Source: an optimization exercise on an open RTL-to-GDS flow (aim: small area, a short achievable clock period and few clock cycles). Production flows keep margins and buffers that such runs may drop.
Function was checked by simulation only, so behaviour that the tests miss may differ from the original.
Power figures rest on the tool's default switching activity, not on a simulated workload.

==> flow/design.v <==
`default_nettype none
package streamer_pkg;
  localparam int unsigned DW               = 32;
  localparam int unsigned AW               = 16;
  localparam int unsigned META_W           = 32;
  localparam int unsigned FIELD_W          = 8;
  localparam int unsigned FIELDS_PER_CHUNK = META_W / FIELD_W;
  localparam int unsigned Z_ITEM_W         = 16;
  localparam int unsigned LEN_W            = 8;
  typedef struct packed {
    logic              req;
    logic              we;
    logic [AW-1:0]     addr;
    logic [DW-1:0]     wdata;
    logic [DW/8-1:0]   be;
  } mem_req_t;
  typedef struct packed {
    logic              gnt;
    logic              rvalid;
    logic [DW-1:0]     rdata;
  } mem_rsp_t;
  typedef struct packed {
    logic [AW-1:0]     addr;
    logic [LEN_W-1:0]  len;
  } burst_cmd_t;
  typedef struct packed {
    logic              ready_start;
    logic              done;
  } burst_flags_t;
  typedef struct packed {
    logic              valid;
    logic              ready;
    logic [DW-1:0]     data;
  } stream_t;
  typedef struct packed {
    logic [AW-1:0]     base;
    logic [LEN_W-1:0]  len;
  } sched_params_t;
  typedef struct packed {
    logic [AW-1:0]     meta_base;
    sched_params_t     x;
    sched_params_t     y;
    logic [AW-1:0]     z_base;
  } run_params_t;
  typedef struct packed {
    logic              working;
    logic              done;
  } run_ctrl_t;
  typedef enum logic [1:0] {
    SEL_META,
    SEL_X,
    SEL_Y
  } load_sel_e;
endpackage
`default_nettype wire
`timescale 1ns/1ps
`default_nettype none
module mem_port_arbiter (
  input  logic     clk_i,
  input  logic     rst_ni,
  input  logic     clear_i,
  input  streamer_pkg::mem_req_t ld_req_i,
  output streamer_pkg::mem_rsp_t ld_rsp_o,
  input  streamer_pkg::mem_req_t st_req_i,
  output streamer_pkg::mem_rsp_t st_rsp_o,
  output streamer_pkg::mem_req_t mem_req_o,
  input  streamer_pkg::mem_rsp_t mem_rsp_i
);
  logic ld_gnt;
  logic st_gnt;
  logic ld_rd_q;
  logic st_rd_q;
  assign st_gnt    = mem_rsp_i.gnt & st_req_i.req;
  assign ld_gnt    = mem_rsp_i.gnt & ld_req_i.req & ~st_req_i.req;
  assign mem_req_o = st_req_i.req ? st_req_i : ld_req_i;
  always_comb begin
    ld_rsp_o.gnt    = ld_gnt;
    ld_rsp_o.rvalid = mem_rsp_i.rvalid & ld_rd_q;
    ld_rsp_o.rdata  = mem_rsp_i.rdata;
    st_rsp_o.gnt    = st_gnt;
    st_rsp_o.rvalid = mem_rsp_i.rvalid & st_rd_q;
    st_rsp_o.rdata  = mem_rsp_i.rdata;
  end
  always_ff @(posedge clk_i or negedge rst_ni) begin
    if (!rst_ni) begin
      ld_rd_q <= 1'b0;
      st_rd_q <= 1'b0;
    end else if (clear_i) begin
      ld_rd_q <= 1'b0;
      st_rd_q <= 1'b0;
    end else begin
      ld_rd_q <= ld_gnt & ~ld_req_i.we;
      st_rd_q <= st_gnt & ~st_req_i.we;
    end
  end
endmodule
`default_nettype wire
`timescale 1ns/1ps
`default_nettype none
module burst_source (
  input  logic          clk_i,
  input  logic          rst_ni,
  input  logic          clear_i,
  input  streamer_pkg::burst_cmd_t    cmd_i,
  input  logic          req_start_i,
  output streamer_pkg::burst_flags_t  flags_o,
  output streamer_pkg::mem_req_t      mem_req_o,
  input  streamer_pkg::mem_rsp_t      mem_rsp_i,
  output logic          valid_o,
  output logic [streamer_pkg::DW-1:0] data_o,
  input  logic          ready_i
);
  logic             busy_q;
  logic [streamer_pkg::AW-1:0]    addr_q;
  logic [streamer_pkg::LEN_W-1:0] left_q;
  logic             pending_q;
  logic             out_valid_q;
  logic [streamer_pkg::DW-1:0]    out_data_q;
  logic             done_q;
  logic             issue;
  logic             drained;
  assign issue   = busy_q & (left_q != '0) & ~pending_q & ~out_valid_q;
  assign drained = busy_q & (left_q == '0) & ~pending_q & ~out_valid_q;
  always_comb begin
    mem_req_o      = '0;
    mem_req_o.req  = issue;
    mem_req_o.addr = addr_q;
    mem_req_o.be   = '1;
  end
  assign valid_o             = out_valid_q;
  assign data_o              = out_data_q;
  assign flags_o.ready_start = ~busy_q;
  assign flags_o.done        = done_q;
  always_ff @(posedge clk_i or negedge rst_ni) begin
    if (!rst_ni) begin
      busy_q      <= 1'b0;
      addr_q      <= '0;
      left_q      <= '0;
      pending_q   <= 1'b0;
      out_valid_q <= 1'b0;
      done_q      <= 1'b0;
    end else if (clear_i) begin
      busy_q      <= 1'b0;
      addr_q      <= '0;
      left_q      <= '0;
      pending_q   <= 1'b0;
      out_valid_q <= 1'b0;
      done_q      <= 1'b0;
    end else begin
      done_q <= drained;
      if (req_start_i && !busy_q) begin
        busy_q <= 1'b1;
        addr_q <= cmd_i.addr;
        left_q <= cmd_i.len;
      end else if (drained) begin
        busy_q <= 1'b0;
      end
      if (issue && mem_rsp_i.gnt) begin
        addr_q    <= addr_q + streamer_pkg::AW'(1);
        left_q    <= left_q - streamer_pkg::LEN_W'(1);
        pending_q <= 1'b1;
      end
      if (mem_rsp_i.rvalid) begin
        pending_q   <= 1'b0;
        out_valid_q <= 1'b1;
      end else if (out_valid_q && ready_i) begin
        out_valid_q <= 1'b0;
      end
    end
  end
  always_ff @(posedge clk_i) begin
    if (mem_rsp_i.rvalid) begin
      out_data_q <= mem_rsp_i.rdata;
    end
  end
endmodule
`default_nettype wire
`timescale 1ns/1ps
`default_nettype none
module block_scheduler #(
  parameter int unsigned FIELDS_PER_CHUNK = streamer_pkg::FIELDS_PER_CHUNK
) (
  input  logic              clk_i,
  input  logic              rst_ni,
  input  logic              clear_i,
  input  logic [streamer_pkg::META_W-1:0] chunk_i,
  input  logic              meta_loaded_i,
  input  logic              proceed_i,
  input  streamer_pkg::sched_params_t     params_i,
  output logic              meta_used_o,
  output streamer_pkg::burst_cmd_t        cmd_o
);
  localparam int unsigned IDX_W = (FIELDS_PER_CHUNK > 1) ? $clog2(FIELDS_PER_CHUNK) : 1;
  localparam logic [IDX_W-1:0] LAST_IDX = IDX_W'(FIELDS_PER_CHUNK - 1);
  logic [IDX_W-1:0]   idx_q;
  logic               meta_used_q;
  logic [streamer_pkg::FIELD_W-1:0] field;
  assign field = chunk_i[idx_q*streamer_pkg::FIELD_W +: streamer_pkg::FIELD_W];
  assign cmd_o.addr  = params_i.base + streamer_pkg::AW'(field) * streamer_pkg::AW'(params_i.len);
  assign cmd_o.len   = params_i.len;
  assign meta_used_o = meta_used_q;
  always_ff @(posedge clk_i or negedge rst_ni) begin
    if (!rst_ni) begin
      idx_q       <= '0;
      meta_used_q <= 1'b1;
    end else if (clear_i) begin
      idx_q       <= '0;
      meta_used_q <= 1'b1;
    end else if (meta_loaded_i) begin
      idx_q       <= '0;
      meta_used_q <= 1'b0;
    end else if (proceed_i) begin
      if (idx_q == LAST_IDX) begin
        idx_q       <= '0;
        meta_used_q <= 1'b1;
      end else begin
        idx_q <= idx_q + IDX_W'(1);
      end
    end
  end
endmodule
`default_nettype wire
`timescale 1ns/1ps
`default_nettype none
module load_controller #(
  parameter int unsigned FIELDS_PER_CHUNK = streamer_pkg::FIELDS_PER_CHUNK
) (
  input  logic              clk_i,
  input  logic              rst_ni,
  input  logic              clear_i,
  input  streamer_pkg::run_ctrl_t         run_ctrl_i,
  input  streamer_pkg::run_params_t       run_params_i,
  output streamer_pkg::mem_req_t          ld_req_o,
  input  streamer_pkg::mem_rsp_t          ld_rsp_i,
  output logic              x_valid_o,
  output logic [streamer_pkg::DW-1:0]     x_data_o,
  input  logic              x_ready_i,
  output logic              y_valid_o,
  output logic [streamer_pkg::DW-1:0]     y_data_o,
  input  logic              y_ready_i,
  output logic [streamer_pkg::META_W-1:0] metadata_o
);
  typedef enum logic [2:0] {
    SRC_INACTIVE,
    SRC_IDLE,
    LOADING_META,
    LOADING_X,
    LOADING_Y
  } load_state_e;
  load_state_e       state_q, state_d;
  streamer_pkg::run_params_t       params_q;
  logic [streamer_pkg::AW-1:0]     meta_cnt_q;
  logic [streamer_pkg::META_W-1:0] meta_q;
  streamer_pkg::burst_cmd_t        cmd_q, cmd_d;
  streamer_pkg::burst_cmd_t        x_cmd, y_cmd;
  logic              req_start_q, req_start_d;
  streamer_pkg::burst_flags_t      src_flags;
  logic              src_valid;
  logic              src_ready;
  logic [streamer_pkg::DW-1:0]     src_data;
  streamer_pkg::load_sel_e         sel;
  logic              run_start;
  logic              sched_clear;
  logic              x_used, y_used;
  logic              x_proceed, y_proceed;
  logic              meta_loaded;
  logic              meta_valid;
  logic              need_meta, load_x, load_y;
  assign run_start   = (state_q == SRC_INACTIVE) & run_ctrl_i.working;
  assign sched_clear = clear_i | run_start;
  assign need_meta   = x_used & y_used;
  assign load_x      = x_ready_i & ~x_used;
  assign load_y      = y_ready_i & ~y_used;
  always_comb begin
    state_d     = state_q;
    cmd_d       = cmd_q;
    req_start_d = 1'b0;
    x_proceed   = 1'b0;
    y_proceed   = 1'b0;
    meta_loaded = 1'b0;
    case (state_q)
      SRC_INACTIVE: begin
        if (run_ctrl_i.working) begin
          state_d = SRC_IDLE;
        end
      end
      SRC_IDLE: begin
        if (run_ctrl_i.done) begin
          state_d = SRC_INACTIVE;
        end else if (src_flags.ready_start) begin
          req_start_d = need_meta | load_x | load_y;
          if (need_meta) begin
            state_d    = LOADING_META;
            cmd_d.addr = params_q.meta_base + meta_cnt_q;
            cmd_d.len  = streamer_pkg::LEN_W'(1);
          end else if (load_x) begin
            state_d = LOADING_X;
            cmd_d   = x_cmd;
          end else if (load_y) begin
            state_d = LOADING_Y;
            cmd_d   = y_cmd;
          end
        end
      end
      LOADING_META: begin
        if (src_flags.done) begin
          state_d     = SRC_IDLE;
          meta_loaded = 1'b1;
          x_proceed   = 1'b1;
          y_proceed   = 1'b1;
        end
      end
      LOADING_X: begin
        if (src_flags.done) begin
          state_d   = SRC_IDLE;
          x_proceed = 1'b1;
        end
      end
      LOADING_Y: begin
        if (src_flags.done) begin
          state_d   = SRC_IDLE;
          y_proceed = 1'b1;
        end
      end
      default: state_d = SRC_IDLE;
    endcase
  end
  always_comb begin
    case (state_q)
      LOADING_X: sel = streamer_pkg::SEL_X;
      LOADING_Y: sel = streamer_pkg::SEL_Y;
      default:   sel = streamer_pkg::SEL_META;
    endcase
    case (sel)
      streamer_pkg::SEL_X:   src_ready = x_ready_i;
      streamer_pkg::SEL_Y:   src_ready = y_ready_i;
      default: src_ready = 1'b1;
    endcase
  end
  assign meta_valid = src_valid & (sel == streamer_pkg::SEL_META);
  assign x_valid_o  = src_valid & (sel == streamer_pkg::SEL_X);
  assign y_valid_o  = src_valid & (sel == streamer_pkg::SEL_Y);
  assign x_data_o   = src_data;
  assign y_data_o   = src_data;
  assign metadata_o = meta_q;
  always_ff @(posedge clk_i or negedge rst_ni) begin
    if (!rst_ni) begin
      state_q     <= SRC_INACTIVE;
      params_q    <= '0;
      meta_cnt_q  <= '0;
      meta_q      <= '0;
      req_start_q <= 1'b0;
    end else if (clear_i) begin
      state_q     <= SRC_INACTIVE;
      params_q    <= '0;
      meta_cnt_q  <= '0;
      meta_q      <= '0;
      req_start_q <= 1'b0;
    end else begin
      state_q     <= state_d;
      req_start_q <= req_start_d;
      if (run_start) begin
        params_q   <= run_params_i;
        meta_cnt_q <= '0;
      end else if (meta_loaded) begin
        meta_cnt_q <= meta_cnt_q + streamer_pkg::AW'(1);
      end
      if (meta_valid) begin
        meta_q <= src_data;
      end
    end
  end
  always_ff @(posedge clk_i) begin
    cmd_q <= cmd_d;
  end
  burst_source u_source (
    .clk_i       ( clk_i       ),
    .rst_ni      ( rst_ni      ),
    .clear_i     ( clear_i     ),
    .cmd_i       ( cmd_q       ),
    .req_start_i ( req_start_q ),
    .flags_o     ( src_flags   ),
    .mem_req_o   ( ld_req_o    ),
    .mem_rsp_i   ( ld_rsp_i    ),
    .valid_o     ( src_valid   ),
    .data_o      ( src_data    ),
    .ready_i     ( src_ready   )
  );
  block_scheduler #(
    .FIELDS_PER_CHUNK ( FIELDS_PER_CHUNK )
  ) x_sched (
    .clk_i         ( clk_i       ),
    .rst_ni        ( rst_ni      ),
    .clear_i       ( sched_clear ),
    .chunk_i       ( meta_q      ),
    .meta_loaded_i ( meta_loaded ),
    .proceed_i     ( x_proceed   ),
    .params_i      ( params_q.x  ),
    .meta_used_o   ( x_used      ),
    .cmd_o         ( x_cmd       )
  );
  block_scheduler #(
    .FIELDS_PER_CHUNK ( FIELDS_PER_CHUNK )
  ) y_sched (
    .clk_i         ( clk_i       ),
    .rst_ni        ( rst_ni      ),
    .clear_i       ( sched_clear ),
    .chunk_i       ( meta_q      ),
    .meta_loaded_i ( meta_loaded ),
    .proceed_i     ( y_proceed   ),
    .params_i      ( params_q.y  ),
    .meta_used_o   ( y_used      ),
    .cmd_o         ( y_cmd       )
  );
endmodule
`default_nettype wire
`timescale 1ns/1ps
`default_nettype none
module z_packer #(
  parameter int unsigned ITEMS_PER_WORD = streamer_pkg::DW / streamer_pkg::Z_ITEM_W
) (
  input  logic                clk_i,
  input  logic                rst_ni,
  input  logic                clear_i,
  input  logic                z_valid_i,
  input  logic [streamer_pkg::Z_ITEM_W-1:0] z_data_i,
  output logic                z_ready_o,
  output logic                word_valid_o,
  output logic [streamer_pkg::DW-1:0]       word_data_o,
  input  logic                word_ready_i
);
  localparam int unsigned CNT_W = (ITEMS_PER_WORD > 1) ? $clog2(ITEMS_PER_WORD) : 1;
  localparam logic [CNT_W-1:0] LAST_ITEM = CNT_W'(ITEMS_PER_WORD - 1);
  logic [CNT_W-1:0] cnt_q;
  logic             full_q;
  logic [streamer_pkg::DW-1:0]    word_q;
  logic             take;
  assign z_ready_o    = ~full_q;
  assign take         = z_valid_i & ~full_q;
  assign word_valid_o = full_q;
  assign word_data_o  = word_q;
  always_ff @(posedge clk_i or negedge rst_ni) begin
    if (!rst_ni) begin
      cnt_q  <= '0;
      full_q <= 1'b0;
    end else if (clear_i) begin
      cnt_q  <= '0;
      full_q <= 1'b0;
    end else if (take) begin
      cnt_q  <= (cnt_q == LAST_ITEM) ? '0 : cnt_q + CNT_W'(1);
      full_q <= (cnt_q == LAST_ITEM);
    end else if (full_q && word_ready_i) begin
      full_q <= 1'b0;
    end
  end
  always_ff @(posedge clk_i) begin
    if (take) begin
      word_q[cnt_q*streamer_pkg::Z_ITEM_W +: streamer_pkg::Z_ITEM_W] <= z_data_i;
    end
  end
endmodule
`default_nettype wire
`timescale 1ns/1ps
`default_nettype none
module z_store_engine #(
  parameter int unsigned ITEMS_PER_WORD = streamer_pkg::DW / streamer_pkg::Z_ITEM_W
) (
  input  logic                clk_i,
  input  logic                rst_ni,
  input  logic                clear_i,
  input  streamer_pkg::run_ctrl_t           run_ctrl_i,
  input  logic [streamer_pkg::AW-1:0]       z_base_i,
  input  logic                z_valid_i,
  input  logic [streamer_pkg::Z_ITEM_W-1:0] z_data_i,
  output logic                z_ready_o,
  output streamer_pkg::mem_req_t            st_req_o,
  input  streamer_pkg::mem_rsp_t            st_rsp_i
);
  typedef enum logic [1:0] {
    SINK_INACTIVE,
    SINK_IDLE,
    STORING_Z
  } store_state_e;
  store_state_e  state_q, state_d;
  logic [streamer_pkg::AW-1:0] base_q;
  logic [streamer_pkg::AW-1:0] cnt_q;
  logic          word_valid;
  logic [streamer_pkg::DW-1:0] word_data;
  logic          word_ready;
  logic          storing;
  assign storing    = (state_q == STORING_Z);
  assign word_ready = storing & st_rsp_i.gnt;
  always_comb begin
    st_req_o       = '0;
    st_req_o.req   = storing;
    st_req_o.we    = 1'b1;
    st_req_o.addr  = base_q + cnt_q;
    st_req_o.wdata = word_data;
    st_req_o.be    = '1;
  end
  always_comb begin
    state_d = state_q;
    case (state_q)
      SINK_INACTIVE: begin
        if (run_ctrl_i.working) begin
          state_d = SINK_IDLE;
        end
      end
      SINK_IDLE: begin
        if (run_ctrl_i.done) begin
          state_d = SINK_INACTIVE;
        end else if (word_valid) begin
          state_d = STORING_Z;
        end
      end
      STORING_Z: begin
        if (st_rsp_i.gnt) begin
          state_d = SINK_IDLE;
        end
      end
      default: state_d = SINK_IDLE;
    endcase
  end
  always_ff @(posedge clk_i or negedge rst_ni) begin
    if (!rst_ni) begin
      state_q <= SINK_INACTIVE;
      base_q  <= '0;
      cnt_q   <= '0;
    end else if (clear_i) begin
      state_q <= SINK_INACTIVE;
      base_q  <= '0;
      cnt_q   <= '0;
    end else begin
      state_q <= state_d;
      if (state_q == SINK_INACTIVE && run_ctrl_i.working) begin
        base_q <= z_base_i;
        cnt_q  <= '0;
      end else if (word_ready) begin
        cnt_q <= cnt_q + streamer_pkg::AW'(1);
      end
    end
  end
  z_packer #(
    .ITEMS_PER_WORD ( ITEMS_PER_WORD )
  ) u_packer (
    .clk_i        ( clk_i      ),
    .rst_ni       ( rst_ni     ),
    .clear_i      ( clear_i    ),
    .z_valid_i    ( z_valid_i  ),
    .z_data_i     ( z_data_i   ),
    .z_ready_o    ( z_ready_o  ),
    .word_valid_o ( word_valid ),
    .word_data_o  ( word_data  ),
    .word_ready_i ( word_ready )
  );
endmodule
`default_nettype wire
`timescale 1ns/1ps
`default_nettype none
module sparse_streamer #(
  parameter int unsigned FIELDS_PER_CHUNK = streamer_pkg::FIELDS_PER_CHUNK,
  parameter int unsigned ITEMS_PER_WORD   = streamer_pkg::DW / streamer_pkg::Z_ITEM_W
) (
  input  logic                clk_i,
  input  logic                rst_ni,
  input  logic                clear_i,
  input  streamer_pkg::run_ctrl_t           run_ctrl_i,
  input  streamer_pkg::run_params_t         run_params_i,
  output logic                x_valid_o,
  output logic [streamer_pkg::DW-1:0]       x_data_o,
  input  logic                x_ready_i,
  output logic                y_valid_o,
  output logic [streamer_pkg::DW-1:0]       y_data_o,
  input  logic                y_ready_i,
  input  logic                z_valid_i,
  input  logic [streamer_pkg::Z_ITEM_W-1:0] z_data_i,
  output logic                z_ready_o,
  output streamer_pkg::mem_req_t            mem_req_o,
  input  streamer_pkg::mem_rsp_t            mem_rsp_i,
  output logic [streamer_pkg::META_W-1:0]   metadata_o
);
  streamer_pkg::mem_req_t ld_req;
  streamer_pkg::mem_rsp_t ld_rsp;
  streamer_pkg::mem_req_t st_req;
  streamer_pkg::mem_rsp_t st_rsp;
  load_controller #(
    .FIELDS_PER_CHUNK ( FIELDS_PER_CHUNK )
  ) u_load (
    .clk_i        ( clk_i        ),
    .rst_ni       ( rst_ni       ),
    .clear_i      ( clear_i      ),
    .run_ctrl_i   ( run_ctrl_i   ),
    .run_params_i ( run_params_i ),
    .ld_req_o     ( ld_req       ),
    .ld_rsp_i     ( ld_rsp       ),
    .x_valid_o    ( x_valid_o    ),
    .x_data_o     ( x_data_o     ),
    .x_ready_i    ( x_ready_i    ),
    .y_valid_o    ( y_valid_o    ),
    .y_data_o     ( y_data_o     ),
    .y_ready_i    ( y_ready_i    ),
    .metadata_o   ( metadata_o   )
  );
  z_store_engine #(
    .ITEMS_PER_WORD ( ITEMS_PER_WORD )
  ) u_store (
    .clk_i      ( clk_i               ),
    .rst_ni     ( rst_ni              ),
    .clear_i    ( clear_i             ),
    .run_ctrl_i ( run_ctrl_i          ),
    .z_base_i   ( run_params_i.z_base ),
    .z_valid_i  ( z_valid_i           ),
    .z_data_i   ( z_data_i            ),
    .z_ready_o  ( z_ready_o           ),
    .st_req_o   ( st_req              ),
    .st_rsp_i   ( st_rsp              )
  );
  mem_port_arbiter u_arbiter (
    .clk_i     ( clk_i     ),
    .rst_ni    ( rst_ni    ),
    .clear_i   ( clear_i   ),
    .ld_req_i  ( ld_req    ),
    .ld_rsp_o  ( ld_rsp    ),
    .st_req_i  ( st_req    ),
    .st_rsp_o  ( st_rsp    ),
    .mem_req_o ( mem_req_o ),
    .mem_rsp_i ( mem_rsp_i )
  );
endmodule
`default_nettype wire
`timescale 1ns/1ps
`default_nettype none
module streamer_top (
  input  logic        clk_i,
  input  logic        rst_ni,
  input  logic        clear_i,
  input  logic        run_working_i,
  input  logic        run_done_i,
  input  logic [15:0] meta_base_i,
  input  logic [15:0] x_base_i,
  input  logic [7:0]  x_len_i,
  input  logic [15:0] y_base_i,
  input  logic [7:0]  y_len_i,
  input  logic [15:0] z_base_i,
  output logic        x_valid_o,
  output logic [31:0] x_data_o,
  input  logic        x_ready_i,
  output logic        y_valid_o,
  output logic [31:0] y_data_o,
  input  logic        y_ready_i,
  input  logic        z_valid_i,
  input  logic [15:0] z_data_i,
  output logic        z_ready_o,
  output logic        mem_req_o,
  output logic        mem_we_o,
  output logic [15:0] mem_addr_o,
  output logic [31:0] mem_wdata_o,
  output logic [3:0]  mem_be_o,
  input  logic        mem_gnt_i,
  input  logic        mem_rvalid_i,
  input  logic [31:0] mem_rdata_i,
  output logic [31:0] metadata_o
);
  streamer_pkg::run_ctrl_t   run_ctrl;
  streamer_pkg::run_params_t run_params;
  streamer_pkg::mem_req_t    mem_req;
  streamer_pkg::mem_rsp_t    mem_rsp;
  assign run_ctrl.working      = run_working_i;
  assign run_ctrl.done         = run_done_i;
  assign run_params.meta_base  = meta_base_i;
  assign run_params.x.base     = x_base_i;
  assign run_params.x.len      = x_len_i;
  assign run_params.y.base     = y_base_i;
  assign run_params.y.len      = y_len_i;
  assign run_params.z_base     = z_base_i;
  assign mem_rsp.gnt           = mem_gnt_i;
  assign mem_rsp.rvalid        = mem_rvalid_i;
  assign mem_rsp.rdata         = mem_rdata_i;
  assign mem_req_o             = mem_req.req;
  assign mem_we_o              = mem_req.we;
  assign mem_addr_o            = mem_req.addr;
  assign mem_wdata_o           = mem_req.wdata;
  assign mem_be_o              = mem_req.be;
  sparse_streamer u_streamer (
    .clk_i        ( clk_i      ),
    .rst_ni       ( rst_ni     ),
    .clear_i      ( clear_i    ),
    .run_ctrl_i   ( run_ctrl   ),
    .run_params_i ( run_params ),
    .x_valid_o    ( x_valid_o  ),
    .x_data_o     ( x_data_o   ),
    .x_ready_i    ( x_ready_i  ),
    .y_valid_o    ( y_valid_o  ),
    .y_data_o     ( y_data_o   ),
    .y_ready_i    ( y_ready_i  ),
    .z_valid_i    ( z_valid_i  ),
    .z_data_i     ( z_data_i   ),
    .z_ready_o    ( z_ready_o  ),
    .mem_req_o    ( mem_req    ),
    .mem_rsp_i    ( mem_rsp    ),
    .metadata_o   ( metadata_o )
  );
endmodule
`default_nettype wire
==> flow/run.sh <==
#!/bin/bash
# synth_recipe.tcl (not shown) runs the flow's synth.tcl, then flattens the netlist and writes it again
# the make line also repeats each setting of config.mk as NAME=value (left out here)
make -C /OpenROAD-flow-scripts/flow DESIGN_CONFIG=/design/flow/config.mk WORK_HOME=/design/flow/orfs CLKGATE_MAP_FILE= SYNTH_SCRIPT=/design/flow/synth_recipe.tcl finish
==> flow/config.mk <==
export PLATFORM = sky130hd
export DESIGN_NAME = streamer_top
export DESIGN_NICKNAME = streamer_top
export VERILOG_FILES = /design/flow/design.v
export SDC_FILE = /design/flow/constraint.sdc
export NUM_CORES = 4
export LEC_CHECK = 0
export CAP_MARGIN = 20
export CORE_MARGIN = 2
export CORE_UTILIZATION = 40
export PLACE_DENSITY = 0.6
export SLEW_MARGIN = 20
==> flow/constraint.sdc <==
create_clock -name core_clock -period 5.5 [get_ports {clk_i}]
set_input_delay 1.1000 -clock core_clock [delete_from_list [all_inputs] [get_ports {clk_i}]]
set_output_delay 1.1000 -clock core_clock [all_outputs]
set_load 0.01 [all_outputs]
==> results.cfg <==
[drt]
viasPerCell = 5.21
drt_wl_total_mm = 55.3
drc_errors = 0
drtAntennaViolNets = 0
dr_total_vias = 14900
routedWlPerCell_um = 19.3
firstDrtPassIters = 5
drtIter0Drc = 923

[floorplanning]
initial_core_util_pct = 40.2
row_count = 79
die_x_um = 220
ios = 291
coreArea_um2 = 46300
die_y_um = 220
dieArea_um2 = 48300

[cells_and_area]
finalNetCount = 2576
utilization_pct = 50.1
final_area_um2 = 23200
stdcell_count = 2863
nFillCells = 4348
final_layout_size_suffix_gt1_share_pct = 6.52
syn_to_final_growth_pct = 24.5
diodes = 0

[run]
max-cap-violations = 0

[power_and_ir_drop]
pwr-share-seq_pct = 44.5
clkPwrFrac_pct = 45.5
p_sw_mw = 1.29
comb_power_share_pct = 10.0
power_leakage_nw = 10.1
ir_worst_vdd_mv = 0.223
netSwitchingFraction_pct = 25.3
internal_power_mw = 3.80
powerDensity_nw_per_um2 = 219

[clock_tree]
clock-sinks = 275
cts_tree = done
clkTransAtPathRegs_ns = 0.06
cts_buffer_depth = 3
clk_latency_ns = 0.55
ctsRootBufferMaster = clkbuf_16
cts_buffers = 35
htree_levels = 2

[yosys]
ys_seq_area_share_pct = 39.3
syn_area_um2 = 18600
ys_warn_count = 6
synthDominantCellAreaShare_pct = 24.9
async_reset_ff_share_pct = 68.0
ys.flop_type = dfrtp_1
ys_ff_latch = 275
syn-mean-instance-area_um2 = 9.39
synth_commonest_cells = nand2_1, inv_1, dfrtp_1
synth_most_common_cell = nand2_1
synth_top_area_cell = dfrtp_1
synth_cell_types = 78
synth_edf_count = 88
synth.area.top_cells = dfrtp_1, edfxtp_1, fa_1
syn_inst = 1983

[placed_design]
placed_cell_area_um2 = 21900
dp_hpwl_mm = 42.5
place.gp.congestion = 0.949
dp_cells = 2794
io_buffers = 286

[sta]
relSlewSlack_pct = 36.2
post-route-min-period_ns = 5.31
rsz0062_at_grt = no
clock.fmax_ghz = 0.188
period_share_pct = 96.5
worst_hold_slack_ns = 0.514
final_hold_viol_count = 0
finalClockSkew_ns = 0.0276
slew_violations = 0
setup_viol = 0
worst_pin_slew_ns = 0.956

[worst_setup_path]
crit_buf_inv = 3
worstPathMaxFanout = 8
cp.required_ns = 5.78
worstPathCellList = mux4_2 -> buf_4 -> and2_1 -> fa_1 -> fa_1 -> fa_1 -> inv_1 -> fa_1 -> inv_1 -> ha_1 -> and3_1 -> a221oi_1 -> a21oi_1 -> xor2_1 -> nand2_1 -> o211ai_1
critPathTopFamily = adder cells
end_kind = flip-flop
cp_slowest_cell = mux4_2
crit_top_cell = fa_1
cp.depth = 16
worst-r2r-cell-count = 16
cp.arrival_ns = 5.59
crit_path_max_incr_delay_ns = 0.62
crit_path_start_kind = flip-flop
critPathKind = flip-flop to flip-flop

[global_routing]
grt_util_all_layers_pct = 23.2
antenna_found_initial = 3
grt.overflow.total = 0
grt_pass1_vias = 15300
grt_max_degree = 119
grt_pass1_wl_mm = 86.4

[min_path]
hold_path_class = flip-flop to flip-flop
hold_depth = 2

[status]
status = timing/DRC/antenna clean
==> per-layer routing <==
layer  vias up  GRT usage [%]  wire (um)
met5         -              0         43
met4         6           7.76       1650
met3        96           4.79       3340
met2       423           39.3      26800
met1      7357           29.6      23500
li1       7042              -          -
==> power by group through the flow <==
stage	registers [mW]	clock network [mW]	logic (mW)
after floorplan	2.26	0	0.286
after global placement	2.30	0	0.507
after detailed placement	2.30	0	0.514
after CTS	2.26	2.37	0.517
after global routing	2.27	2.45	0.571
final	2.26	2.31	0.510
==> logic make-up (layout without fill, tap and decap cells) <==
logic type / Yosys count / count (layout) / share of synthesized area [%]
other cells: 1 / 4 / 0.0201
simple gates: 694 / 694 / 17.3
xor+xnor: 70 / 70 / 3.29
compound gates: 370 / 370 / 11.9
mux: 18 / 18 / 2.04
fa+ha+maj: 209 / 209 / 18.2
flops: 275 / 275 / 39.3
buf+inv: 346 / 616 / 7.97
==> path summary, 6_finish.rpt <==
path	startpoint	end	slack [ns]
hold reg to reg	u_streamer.u_load.cmd_q[20]$_DFFE_PP_	u_streamer.u_load.u_source.addr_q[12]$_DFFE_PN0P_	0.51
hold / removal	u_streamer.u_load.cmd_q[20]$_DFFE_PP_	u_streamer.u_load.u_source.addr_q[12]$_DFFE_PN0P_	0.51
max in group asynchronous	rst_ni	u_streamer.u_load.meta_q[1]$_DFFE_PN0P_	3.84
min in group asynchronous	rst_ni	u_streamer.u_load.params_q[59]$_DFFE_PN0N_	0.54
setup reg to reg	u_streamer.u_load.y_sched.idx_q[0]$_DFFE_PN0P_	u_streamer.u_load.cmd_q[22]$_DFFE_PP_	0.19
setup / recovery	u_streamer.u_load.y_sched.idx_q[0]$_DFFE_PN0P_	u_streamer.u_load.cmd_q[22]$_DFFE_PP_	0.19
==> worst min-delay path, cell delays in order, from the launching register on <==
cell      delay (ns)
edfxtp_1        0.36
nand2_1         0.07
a21oi_1         0.05
==> cell usage in the layout (no fill, tap or decap), types with 9 or more instances in the layout <==
cell type        Yosys  final
nand2_1            357    357
clkdlybuf4s50_1      0    284
inv_1              218    218
dfrtp_1            185    182
a21oi_1            178    178
ha_1               107    107
fa_1               102    101
and2_1             100     99
nor2_1              99     99
edfxtp_1            88     88
o21ai_0             69     65
buf_4               37     45
clkbuf_16            0     37
xor2_1              36     36
xnor2_1             34     34
nor3_1              24     24
nand3_1             21     21
mux4_2              16     16
a21o_1              16     16
a211oi_1            17     16
nand2b_1            15     15
and3_1              15     15
nor2b_1             14     13
a221oi_1            12     11
o21a_1              10     10
clkbuf_1            59     10
nand4_1              9      9
a22o_1               9      9
==> metrics by stage <==
stage | power (mW) | setup TNS (ns) | setup WS, ns
final | 5.09 | 0 | 0.193
after global routing | 5.30 | 0 | 0.00384
after CTS | 5.15 | 0 | 0.0795
after detailed placement | 2.82 | -0.0501 | -0.0458
after global placement | 2.81 | 0 | 0.0304
after floorplan | 2.54 | 0 | 0.0144
==> repair_timing <==
action                                  CTS  global route
resized for setup                         2            15
hold buffers                              0             0
endpoints found under the setup margin    1             6
gates cloned                              0             0
pin swaps                                 0             5
buffers inserted                          0             5
==> layout make-up <==
cell class / instances / area, um^2 / share of cell area [%]
Clock buffer: 47 / 963 / 4.16
Clock inverter: 17 / 188 / 0.810
Inverter: 218 / 818 / 3.53
Multi-Input combinational cell: 1365 / 9870 / 42.6
Sequential cell: 275 / 7330 / 31.6
Tap cell: 607 / 759 / 3.28
Timing Repair Buffer: 334 / 3250 / 14.0
Testbench counts, summed over its fixed seeds: cycles 36,428.

what the ideal ports hide:
The flow's constraints put no driver on any port. The routed layout listed below was extracted and timed again, unchanged, in two steps. Step 1 assumes that a clkbuf_16 drives the clock port and a buf_2 every other input. Step 2 also shifts input and output timing later by t, the mid clock arrival at the registers, as if the neighbouring blocks saw the same clock. Slacks: no drivers / after step 1 / after step 2; pairs: no drivers / after step 1.
t (ns): 0.598
setup slack, ns: 0.193 / 0.193 / 0.193
hold WS [ns]: 0.514 / 0.514 / 0.514
latest minus earliest clock arrival (ns): 0.029 / 0.030
worst data-port slew with drivers (ns): 0.10
After both steps setup and hold are still met in this run. For this run, drivers alone change the setup slack by 0.000 ns; drivers and shift together by 0.000 ns.
